What follows belongs to an exercise in optimizing a design on an open flow for small area; a production flow would make more cautious choices.
Only simulation tests tie the RTL to the original design; equivalence was not proved.
No activity file was given, so power comes from the tool's default toggle rates.

==> design.v <==
`timescale 1ns / 1ps
package gerd_pkg;
   localparam int NUM_BUTTONS = 32;
   localparam int MASK_WIDTH  = 32;
   localparam int CNT_WIDTH   = 9;
   localparam logic [MASK_WIDTH-1:0] BUTTON_MASK =
      (NUM_BUTTONS >= MASK_WIDTH) ? {MASK_WIDTH{1'b1}}
                                  : MASK_WIDTH'((64'd1 << NUM_BUTTONS) - 64'd1);
   typedef enum logic [1:0] {
      REG_HOLD_DELAY    = 2'd0,
      REG_REPEAT_PERIOD = 2'd1,
      REG_DEAD_ZONE     = 2'd2
   } reg_index_type;
   localparam logic [7:0] RESET_HOLD_DELAY    = 8'd30;
   localparam logic [7:0] RESET_REPEAT_PERIOD = 8'd6;
   localparam logic [7:0] RESET_DEAD_ZONE     = 8'd20;
   typedef struct packed {
      logic [7:0] hold_delay;
      logic [7:0] repeat_period;
      logic [7:0] dead_zone;
   } cfg_type;
endpackage
`timescale 1ns / 1ps
module gerd_stick (
   input  logic        [7:0] raw,
   input  logic        [7:0] dead_zone,
   output logic signed [7:0] offset
);
   logic [7:0] centered;
   logic [7:0] magnitude;
   always_comb begin
      centered  = raw ^ 8'h80;
      magnitude = centered[7] ? (~centered + 8'd1) : centered;
      offset    = (magnitude < dead_zone) ? 8'sd0 : $signed(centered);
   end
endmodule
`timescale 1ns / 1ps
module gerd_lane (
   input  logic             clock,
   input  logic             reset,
   input  logic             advance,
   input  logic             held,
   input  gerd_pkg::cfg_type cfg,
   output logic             fire
);
   logic [gerd_pkg::CNT_WIDTH-1:0] cnt_ff;
   logic [gerd_pkg::CNT_WIDTH-1:0] cnt_in;
   logic [gerd_pkg::CNT_WIDTH:0]   count_next;
   logic [gerd_pkg::CNT_WIDTH:0]   delay_ext;
   logic [gerd_pkg::CNT_WIDTH:0]   past_delay;
   logic                           wrap;
   always_comb begin
      count_next = {1'b0, cnt_ff} + (gerd_pkg::CNT_WIDTH+1)'(1);
      delay_ext  = (gerd_pkg::CNT_WIDTH+1)'(cfg.hold_delay);
      past_delay = count_next - delay_ext;
      wrap = (count_next > delay_ext) &&
             (past_delay >= (gerd_pkg::CNT_WIDTH+1)'(cfg.repeat_period));
      fire = 1'b0;
      cnt_in = '0;
      if (held) begin
         fire = wrap || (count_next == (gerd_pkg::CNT_WIDTH+1)'(1));
         cnt_in = wrap ? gerd_pkg::CNT_WIDTH'(cfg.hold_delay)
                       : count_next[gerd_pkg::CNT_WIDTH-1:0];
      end
   end
   always_ff @(posedge clock) begin
      if (reset) begin
         cnt_ff <= '0;
      end else if (advance) begin
         cnt_ff <= cnt_in;
      end
   end
endmodule
`timescale 1ns / 1ps
module gamepad_edge_repeat_deadzone_unit (
   input  logic               clock,
   input  logic               reset,
   input  logic               req_valid,
   output logic               req_stall,
   input  logic        [31:0] req_buttons,
   input  logic        [7:0]  req_stick_x_raw,
   input  logic        [7:0]  req_stick_y_raw,
   output logic               rsp_valid,
   input  logic               rsp_stall,
   output logic        [31:0] rsp_pressed_mask,
   output logic        [31:0] rsp_released_mask,
   output logic        [31:0] rsp_held_mask,
   output logic        [31:0] rsp_repeat_mask,
   output logic signed [7:0]  rsp_stick_x_offset,
   output logic signed [7:0]  rsp_stick_y_offset,
   input  logic               csr_valid,
   output logic               csr_ready,
   input  logic        [1:0]  csr_index,
   input  logic        [7:0]  csr_data
);
   gerd_pkg::cfg_type cfg_ff;
   gerd_pkg::cfg_type cfg_in;
   assign csr_ready = 1'b1;
   always_comb begin
      cfg_in = cfg_ff;
      if (csr_valid) begin
         unique case (csr_index)
            gerd_pkg::REG_HOLD_DELAY:    cfg_in.hold_delay    = csr_data;
            gerd_pkg::REG_REPEAT_PERIOD: cfg_in.repeat_period = csr_data;
            gerd_pkg::REG_DEAD_ZONE:     cfg_in.dead_zone     = csr_data;
            default:                     cfg_in = cfg_ff;  
         endcase
      end
   end
   always_ff @(posedge clock) begin
      if (reset) begin
         cfg_ff.hold_delay    <= gerd_pkg::RESET_HOLD_DELAY;
         cfg_ff.repeat_period <= gerd_pkg::RESET_REPEAT_PERIOD;
         cfg_ff.dead_zone     <= gerd_pkg::RESET_DEAD_ZONE;
      end else begin
         cfg_ff <= cfg_in;
      end
   end
   logic rsp_valid_ff;
   logic accept;
   assign req_stall = rsp_valid_ff && rsp_stall;
   assign accept    = req_valid && !req_stall;
   assign rsp_valid = rsp_valid_ff;
   logic [31:0]                     cur_buttons;
   logic [gerd_pkg::NUM_BUTTONS-1:0] lane_fire;
   logic [31:0]                     repeat_in;
   assign cur_buttons = req_buttons & gerd_pkg::BUTTON_MASK;
   for (genvar lane = 0; lane < gerd_pkg::NUM_BUTTONS; lane++) begin : g_lane
      gerd_lane u_lane (
         .clock   (clock),
         .reset   (reset),
         .advance (accept),
         .held    (cur_buttons[lane]),
         .cfg     (cfg_ff),
         .fire    (lane_fire[lane])
      );
   end
   assign repeat_in = 32'(lane_fire);
   logic signed [7:0] stick_x_in;
   logic signed [7:0] stick_y_in;
   gerd_stick u_stick_x (
      .raw       (req_stick_x_raw),
      .dead_zone (cfg_ff.dead_zone),
      .offset    (stick_x_in)
   );
   gerd_stick u_stick_y (
      .raw       (req_stick_y_raw),
      .dead_zone (cfg_ff.dead_zone),
      .offset    (stick_y_in)
   );
   logic [31:0]       prev_ff;
   logic [31:0]       pressed_ff;
   logic [31:0]       released_ff;
   logic [31:0]       held_ff;
   logic [31:0]       repeat_ff;
   logic signed [7:0] stick_x_ff;
   logic signed [7:0] stick_y_ff;
   always_ff @(posedge clock) begin
      if (reset) begin
         prev_ff      <= '0;
         rsp_valid_ff <= 1'b0;
      end else begin
         if (accept) begin
            prev_ff      <= cur_buttons;
            rsp_valid_ff <= 1'b1;
         end else if (!rsp_stall) begin
            rsp_valid_ff <= 1'b0;
         end
      end
   end
   always_ff @(posedge clock) begin
      if (accept) begin
         pressed_ff  <= cur_buttons & ~prev_ff;
         released_ff <= ~cur_buttons & prev_ff;
         held_ff     <= cur_buttons;
         repeat_ff   <= repeat_in;
         stick_x_ff  <= stick_x_in;
         stick_y_ff  <= stick_y_in;
      end
   end
   assign rsp_pressed_mask   = pressed_ff;
   assign rsp_released_mask  = released_ff;
   assign rsp_held_mask      = held_ff;
   assign rsp_repeat_mask    = repeat_ff;
   assign rsp_stick_x_offset = stick_x_ff;
   assign rsp_stick_y_offset = stick_y_ff;
endmodule
==> run.sh <==
#!/bin/bash
# synth_recipe.tcl (not shown) runs the flow's synth.tcl, then flattens the netlist and writes it again
# the make line also repeats each setting of config.mk as NAME=value (left out here)
make -C /OpenROAD-flow-scripts/flow DESIGN_CONFIG=/design/flow/config.mk WORK_HOME=/design/flow/orfs CLKGATE_MAP_FILE= SYNTH_SCRIPT=/design/flow/synth_recipe.tcl finish
==> config.mk <==
export PLATFORM = sky130hd
export DESIGN_NAME = gamepad_edge_repeat_deadzone_unit
export DESIGN_NICKNAME = gamepad_edge_repeat_deadzone_unit
export VERILOG_FILES = /design/flow/design.v
export SDC_FILE = /design/flow/constraint.sdc
export NUM_CORES = 4
export LEC_CHECK = 0
export CAP_MARGIN = 20
export CORE_MARGIN = 2
export CORE_UTILIZATION = 40
export SLEW_MARGIN = 20
==> constraint.sdc <==
create_clock -name core_clock -period 5.0 [get_ports {clock}]
set_input_delay 1.0000 -clock core_clock [delete_from_list [all_inputs] [get_ports {clock}]]
set_output_delay 1.0000 -clock core_clock [all_outputs]
set_load 0.01 [all_outputs]
==> reports/metrics.csv <==
stage,metric,value,unit
status,status,no timing/DRC/antenna violations,
critical_path,worst_setup_path_end_kind,register,
logic_synthesis,synth_edf_count,144,
layout,fillers,10900,
sta,fin_skew,0.0316,ns
floorplan,die_w,337,um
clock_network,path_clk_slew,0.06,ns
clock_network,htree_levels,2,
critical_path,cp_data_arrival_time,5.16,ns
pwr,p_total,0.0109,W
placement,hpwl,92.8,mm
logic_synthesis,synth_nets,6130,
logic_synthesis,synth.area.mux_share,2.93,%
critical_path,cp_max_fo,32,
global_route,grt_max_degree,103,
clock_network,clock_latency,0.68,ns
critical_path,startpoint,cfg_ff[16],
logic_synthesis,synthTopCellsByCount,"ha_1, nor2_1, nand2_1",
logic_synthesis,yosys.area_share.simple,21.1,%
routing,first_iter_violations,2840,
global_route,first_global_vias,38300,
layout,final-seq-area,11200,um^2
sta,slew_headroom,27.5,%
floorplan,die-area,113000,um^2
logic_synthesis,yosys_most_used_dff,dfxtp_1,
logic_synthesis,synth_warnings,3,
logic_synthesis,yosys.area.top_type,ha_1,
global_route,grt_usage,23.2,%
layout,drive_gt1_share,4.98,%
logic_synthesis,yosysMostFrequentCell,ha_1,
layout,antennaDiodeCount,0,
logic_synthesis,syn_avg_cell_area,8.14,um^2
layout,syn2layout_area_growth,14.0,%
logic_synthesis,netlist.area_leader.share,16.7,%
clock_network,cts.sinks,489,
sta,finalCritPeriodShare,91.2,%
sta,rsz0062_at_grt,false,
sta,hold_viol_final,0,
sta,worst_pin_slew,1.09,ns
routing,drcViolationCount,0,
global_route,gr-total-overflow,0,
floorplan,design.portCount,210,
logic_synthesis,async_flop_share,0,%
logic_synthesis,synth_cell_types,94,
logic_synthesis,ys_seq_area_share,25.3,%
sta,hold_slack,0.465,ns
routing,via_per_inst,5.70,
floorplan,core_area,110000,um^2
routing,first_pass_iters,6,
critical_path,crit_required,5.60,ns
floorplan,start_util,40.2,%
critical_path,path_class,register to register,
logic_synthesis,synth_fa_ha_area_share,18.2,%
pwr,peakVddDrop,271,uV
critical_path,start_kind,register,
routing,wire_per_inst,18.8,um
logic_synthesis,synth_seq_cells,489,
pwr,powerDensity,216,nW/um^2
routing,dr_total_vias,40900,
sta,fmax,0.219,GHz
layout,final_nets,6318,
min_path,hold_class,register to register,
min_path,hp-start,prev_ff[20],
clock_network,numCtsBuffers,60,
clock_network,ctsRootBufferMaster,clkbuf_16,
routing,postRouteAntennaNets,0,
pwr,p_leak,21.0,nW
placement,gp_congestion,0.850,
floorplan,die_y,337,um
sta,min_period,4.56,ns
critical_path,r2r-start,cfg_ff[16],
logic_synthesis,synth_top_family_by_area,compound AO/OA/AOI/OAI gates,
logic_synthesis,synth_area_leaders,"ha_1, dfxtp_1, edfxtp_1, xnor2_1, a21oi_1",
logic_synthesis,syn_inst,5443,
logic_synthesis,synth_area,44300,um^2
layout,multi_input_area,31400,um^2
placement,place_inst,7057,
floorplan,num_rows,122,
global_route,grt_pass1_wl,212,mm
clock_network,tritoncts,built,
sta,tns,0,ns
placement,portBuffers,208,
run,drv_cap,0,
logic_synthesis,synth_compound_area_share,21.5,%
sta,drv_slew,0,
routing,wl,135,mm
sta,setup_viol_count_final,0,
clock_network,cts_max_path_buffers,3,
logic_synthesis,synth-xor-area-share,7.06,%
global_route,antenna_found_initial,1,
layout,fin_cells,7169,
==> metal layers <==
metal | GRT usage, % | vias up | wire [um]
li1 | - | 20400 | -
met1 | 30.6 | 19300 | 61100
met2 | 39.2 | 963 | 62400
met3 | 2.79 | 232 | 6970
met4 | 7.92 | 2 | 4480
met5 | 0 | - | 12
==> worst paths after layout <==
check | to | slack [ns] | cells past startpoint
setup / recovery | g_lane[5].u_lane.cnt_ff[8] | 0.44 | 17
hold / removal | prev_ff[20] | 0.46 | 2
setup reg to reg | g_lane[5].u_lane.cnt_ff[8] | 0.44 | 17
hold reg to reg | prev_ff[20] | 0.46 | 2
==> critical path, cell delays in order, from the launching register on <==
cell	delay (ns)
dfxtp_4	0.88
ha_1	0.31
fa_1	0.22
inv_1	0.05
a21oi_1	0.21
nor2b_1	0.07
nor2_1	0.11
xnor2_1	0.13
ha_1	0.26
and2_1	0.16
o21ai_0	0.13
o21ai_0	0.12
o41ai_1	0.51
and3_1	0.25
a221oi_2	0.06
buf_4	0.23
or4b_2	0.61
a21oi_1	0.16
==> cell families after synthesis <==
family                   count (synthesis)
AND/OR/NAND/NOR                       1887
AO/OA/AOI/OAI                         1500
adder cells (fa/ha/maj)                624
flip-flops                             489
buffers and inverters                  456
XOR/XNOR                               357
multiplexers                           129
other                                    1
==> cells in the final DEF (no fill, tap or decap), types with 32 or more instances in the layout <==
| cell | synthesis | final |
|---|---|---|
| edfxtp_1 | 144 | 144 |
| o211ai_1 | 37 | 37 |
| nor4_1 | 38 | 38 |
| xor2_1 | 112 | 112 |
| o31ai_1 | 44 | 43 |
| o21ai_0 | 407 | 406 |
| nor2_1 | 458 | 455 |
| inv_1 | 275 | 260 |
| nand3_1 | 204 | 204 |
| nand2b_1 | 62 | 62 |
| nand4_1 | 101 | 101 |
| nor2b_1 | 165 | 165 |
| clkbuf_16 | 0 | 61 |
| dfxtp_1 | 345 | 336 |
| a21o_1 | 65 | 65 |
| nor3_1 | 134 | 134 |
| o31a_1 | 46 | 46 |
| nand2_1 | 454 | 452 |
| o22ai_1 | 60 | 60 |
| ha_1 | 592 | 592 |
| and3_1 | 83 | 83 |
| a21boi_0 | 34 | 34 |
| o21a_1 | 98 | 98 |
| clkdlybuf4s50_1 | 0 | 207 |
| mux2i_1 | 123 | 123 |
| xnor2_1 | 245 | 245 |
| buf_4 | 4 | 84 |
| a21oi_1 | 407 | 407 |
| a211oi_1 | 32 | 32 |
| a31oi_1 | 46 | 46 |
| fa_1 | 32 | 32 |
==> cell type report <==
class	instances	area share, %
clock buffer	74	3.16
clock inverter	38	0.770
inverter	277	2.09
multi-input combinational	4498	62.1
sequential	489	22.3
tap	1488	3.69
timing repair buffer	305	5.89
==> per-stage QoR <==
stage          setup WS, ns  utilization [%]  cell area (um^2)
6_report              0.438             45.8             50500
2_1_floorplan        0.0650                -             44300
4_1_cts               0.216             45.8             50500
3_3_place_gp          0.220             44.0             48500
3_5_place_dp          0.238             44.0             48500
5_1_grt              0.0677             45.8             50500
==> report_power, final <==
group | total, W | switching [W] | internal [W]
Clock | 0.00451 | 0.00189 | 0.00262
Combinational | 0.00206 | 0.00121 | 0.000848
Sequential | 0.00434 | 0.0000992 | 0.00424
==> registers in the layout, indices dropped and copies added (netlist names) <==
signal	cells
cfg_ff	24
g_lane.u_lane.cnt_ff	288
held_ff	32
pressed_ff	32
prev_ff	32
released_ff	32
repeat_ff	32
rsp_valid_ff	1
stick_x_ff	8
stick_y_ff	8
==> timing repair <==
action | 4_1_cts | 5_1_grt
setup buffers | 0 | 0
hold buffers | 0 | 0
endpoints found under the setup margin | 0 | 18
resized for setup | 0 | 4

## afterwards: timing with drivers on the ports
No port has a modelled driver above. Below, the same layout with a new extraction and two added sets of constraints. Step 1 assumes that a clkbuf_16 drives the clock port and a buf_2 every other input. Step 2 adds t to the input delays and takes it off the output delays; t is the mean of the earliest and latest rising clock arrival at the registers after step 1. Input paths then give back, and output paths get back, about the clock's delay inside the block. Three values: ideal, step 1, step 2; two values: the first two.
t, ns: 0.732
setup slack, ns: 0.438 / 0.438 / 0.438
hold slack, ns: 0.465 / 0.465 / 0.465
After both steps this run still meets setup and hold. The setup slack of this run moves by 0.000 ns with the drivers and by 0.000 ns with both steps.
